Context: an optimization exercise on an open-source flow, tuned for small area and a short achievable clock period. The choices shown serve that exercise and are no tape-out recipe. Only simulation tests tie the RTL to the original design; equivalence was not proved. Power figures rest on the tool's default switching activity, not on a simulated workload.

==> trial 40 <==
## fir_filter
module fir_filter
(
    input  logic              clk,
    input  logic              rst_n,
    input  logic [fir_pkg::WD_IN-1:0]  data_in,
    output logic [fir_pkg::WD_OUT-1:0] data_out
);
Settings: LEC_CHECK=0, CAP_MARGIN=20, CORE_MARGIN=2, CORE_UTILIZATION=40, CTS_CLUSTER_DIAMETER=80, CTS_CLUSTER_SIZE=30, SLEW_MARGIN=20, SYNTH_HIERARCHICAL=1, SYNTH_MINIMUM_KEEP_SIZE=0; clock period 12.5 ns.
standard.sh (not shown) runs the stock make flow with config.mk's settings and CLKGATE_MAP_FILE= SYNTH_SCRIPT=/design/flow/synth_recipe.tcl, a recipe that flattens the netlist after the stock synthesis.
==> flow/flow/run.sh <==
#!/bin/bash
# Own layout flow: the standard ORFS flow (standard.sh, unchanged synthesis,
# floorplan, power grid and tap cells), with two changes to how the layout is made:
#  - port buffers are buf_4 cells instead of the delay-buffer cell buffer_ports
#    picks by default;
#  - ORFS's timing repair aims for setup slack of 8.75 ns at the design's 12.5 ns
#    clock, so it repairs the paths that set the achieved period.
# The SDC (clock period, I/O delays, load) is the standard flow's own, unchanged.
set -euo pipefail
bash standard.sh \
  "BUFFER_PORTS_ARGS=-buffer_cell sky130_fd_sc_hd__buf_4" \
  SETUP_SLACK_MARGIN=8.75 \
  finish > standard_flow.log 2>&1
==> inputs of trial 53, as changes to trial 40 <==
--- a/flow/design.v
+++ b/flow/design.v
@@ -1639,25 +1639,23 @@
     fir_fa u_w1056 (.a(t0_q[30]), .b(t1_q[30]), .c(t2_q[30]), .s(w1056), .co(w1057));
     fir_fa u_w1058 (.a(t0_q[31]), .b(t1_q[31]), .c(t2_q[31]), .s(w1058), .co(w1059));
     assign u0 = {t0_q[33], t0_q[32], w1057, w1055, w1053, w1051, w1049, w1047, w1045, w1043, w1041, w1039, w1037, w1035, w1033, w1031, w1029, w1027, w1025, w1023, w1021, w1019, w1017, w1015, w1013, w1011, w1009, w1007, w1005, w1003, w1001, w999, w997, t2_q[0]};
     assign u1 = {t1_q[33], w1059, w1058, w1056, w1054, w1052, w1050, w1048, w1046, w1044, w1042, w1040, w1038, w1036, w1034, w1032, w1030, w1028, w1026, w1024, w1022, w1020, w1018, w1016, w1014, w1012, w1010, w1008, w1006, w1004, w1002, w1000, w998, w996};
     assign sum = u0 + u1;
     assign r   = sum[W-1:9];
     assign y   = (r[24] != r[23]) ? {r[24], {23{~r[24]}}} : r[23:0];
-    logic first_q;
     always_ff @(posedge clk or posedge rst_n) begin
         if (rst_n) begin
             d_q      <= '0;
-            first_q  <= 1'b1;
+            t0_q     <= '0;
+            t1_q     <= '0;
+            t2_q     <= '0;
             data_out <= '0;
         end else begin
             d_q      <= {d_q[14*fir_pkg::WD_IN-1:0], data_in};
-            first_q  <= 1'b0;
-            data_out <= first_q ? '0 : y;
+            t0_q     <= t0;
+            t1_q     <= t1;
+            t2_q     <= t2;
+            data_out <= y;
         end
     end
-    always_ff @(posedge clk) begin
-        t0_q <= t0;
-        t1_q <= t1;
-        t2_q <= t2;
-    end
 endmodule
==> qor summary <==
metric                                                                         trial 53                 trial 40
Area used by multi-input combinational logic                                 11900 um^2               12300 um^2
GRT met1 Usage                                                                    24.7%                    24.6%
Count of nets after finishing                                                      2028                     2094
Most common library cell in the layout ignoring fill and taps  sky130_fd_sc_hd__dfrtp_1    sky130_fd_sc_hd__fa_1
Final Core Density                                                                44.9%                    44.5%
Data arrival at the endpoint of the critical path                               1.21 ns                  1.19 ns
Number of flip-flops and latches                                                    481                      482
Number of non-clock inverters                                                       166                      172
Source of the critical timing path                                data_out[8]$_DFF_PP0_    data_out[0]$_DFF_PP0_
Maximum clock frequency                                                         270 MHz                  271 MHz
Count of clock buffers in the final design                                           28                       27
Global-route usage over all layers                                                16.9%                    17.4%
Final period demand of the worst path                                           3.71 ns                  3.69 ns
Status                                                          complete, no violations  complete, no violations
Max incr delay on CP                                                            0.45 ns                  0.44 ns
Minimum setup slack among reg-to-reg paths                                      8.83 ns                  8.85 ns
Number of inserted filler cells in the final layout                                5175                     5267
Worst IR Drop VDD                                                              0.172 mV                 0.170 mV

==> run P: inputs <==
Another version of the RTL of fir_filter (not shown whole).
==> flow/config.mk <==
export PLATFORM = sky130hd
export DESIGN_NAME = fir_filter
export DESIGN_NICKNAME = fir_filter
export VERILOG_FILES = /design/flow/design.v
export SDC_FILE = /design/flow/constraint.sdc
export NUM_CORES = 4
export LEC_CHECK = 0
export CAP_MARGIN = 20
export CORE_MARGIN = 2
export CORE_UTILIZATION = 65
export CTS_CLUSTER_DIAMETER = 80
export CTS_CLUSTER_SIZE = 30
export PLACE_DENSITY = 0.75
export SLEW_MARGIN = 20
export SYNTH_HIERARCHICAL = 1
export SYNTH_MINIMUM_KEEP_SIZE = 0
==> flow/constraint.sdc <==
create_clock -name core_clock -period 12.5 [get_ports {clk}]
set_input_delay 2.5000 -clock core_clock [delete_from_list [all_inputs] [get_ports {clk}]]
set_output_delay 2.5000 -clock core_clock [all_outputs]
set_load 0.01 [all_outputs]
Scripts as last shown in full above: flow/flow/run.sh
==> run B: changes against run P <==
==> flow/flow/run.sh (replaced) <==
#!/bin/bash
# Own layout flow: the standard ORFS flow (standard.sh, unchanged synthesis,
# floorplan, power grid and tap cells), with two changes to how the layout is made:
#  - port buffers are buf_2 cells instead of the delay-buffer cell buffer_ports
#    picks by default;
#  - ORFS's timing repair aims for setup slack of 8.75 ns at the design's 12.5 ns
#    clock, so it repairs the paths that set the achieved period.
# The SDC (clock period, I/O delays, load) is the standard flow's own, unchanged.
set -euo pipefail
bash standard.sh \
  "BUFFER_PORTS_ARGS=-buffer_cell sky130_fd_sc_hd__buf_2" \
  SETUP_SLACK_MARGIN=8.75 \
  finish > standard_flow.log 2>&1
--- a/flow/config.mk
+++ b/flow/config.mk
@@ -8,8 +8,8 @@
 export CAP_MARGIN = 20
 export CORE_MARGIN = 2
 export CORE_UTILIZATION = 65
-export CTS_CLUSTER_DIAMETER = 80
-export CTS_CLUSTER_SIZE = 30
+export CTS_CLUSTER_DIAMETER = 100
+export CTS_CLUSTER_SIZE = 20
 export PLACE_DENSITY = 0.75
 export SLEW_MARGIN = 20
 export SYNTH_HIERARCHICAL = 1
==> parameters.txt <==
Parameter                              Value

Place
  Final weighted congestion in routability-driven placement ... 0.930

Timing
  Min Hold Slack ... ~330 ps
  Share of the cycle needed by the critical path after routing ... 29.3%

Status
  Outcome ... finished clean

Setup path
  Last element of the critical path ... t1_q[24]
  Number of buffers and inverters on the critical path ... 0

Global routing
  Gr usage total ... between 20% and 30%

Finish
  Post-layout util ... 70.7%
  Commonest non-fill, non-tap cells in the layout ... fa_1 (483), dfrtp_1 (313), dfxtp_1 (161)

Detailed routing
  M1 WL ... 19700 um

Pwr
  NetSw ... between 0.003 and 0.004 W
-- figures above: run B

==> parameters.txt <==
Parameter                              Value

Yosys
  XOR/XNOR share of the synthesized area ... under 10%
  Post-synth top cells ... fa_1 (516), dfrtp_1 (315), dfxtp_1 (161), inv_1 (120), nand2_1 (64)

Setup path
  Number of buffers and inverters on the critical path ... 1
  Last element of the critical path ... t2_q[10]

Pwr
  NetSw ... around 0.0034 W
  Overall power ... approximately 0.0078 W
  Leak pwr ... 11.1 nW

Status
  Outcome ... finished clean

Finish
  Commonest non-fill, non-tap cells in the layout ... fa_1 (483), dfrtp_1 (314), dfxtp_1 (161)
  Post-layout util ... ~71%

Hold path
  Worst min-delay path startpoint ... d_q[310]

Place
  Final weighted congestion in routability-driven placement ... just over 0.9

Timing
  Min Hold Slack ... between 300 and 400 ps
  Share of the cycle needed by the critical path after routing ... 29.4%

Detailed routing
  M1 WL ... 20100 um
-- figures above: run P

-- re-timing with driven ports --
In the flow no input, the clock included, has a driving cell. The finished layouts below were timed again as built, in two steps. Step 1 sets driving cells, clkbuf_16 on the clock port and buf_2 on the other inputs (assumed; they add their load-dependent delay and slew). Step 2 also shifts input and output timing later by t, the mid clock arrival at the registers, as if the neighbouring blocks saw the same clock. Slacks: no drivers / after step 1 / after step 2; pairs: no drivers / after step 1.
run | t (ns) | slack for setup (ns) | hold slack, ns | worst setup path after step 2
trial 40 | 0.635 | 8.811 / 8.755 / 8.405 | 0.346 / 0.346 / 0.346 | input to register
trial 53 | 0.648 | 8.791 / 8.736 / 8.363 | 0.341 / 0.341 / 0.341 | input to register
run P | 0.623 | 8.828 / 8.785 / 8.407 | 0.334 / 0.334 / 0.334 | input to register
run B | 0.613 | 8.832 / 8.809 / 8.383 | 0.328 / 0.328 / 0.328 | input to register
After both steps every run listed still meets setup and hold. For run B, which loses most, drivers alone change the setup slack by -0.023 ns; drivers and shift together by -0.449 ns.
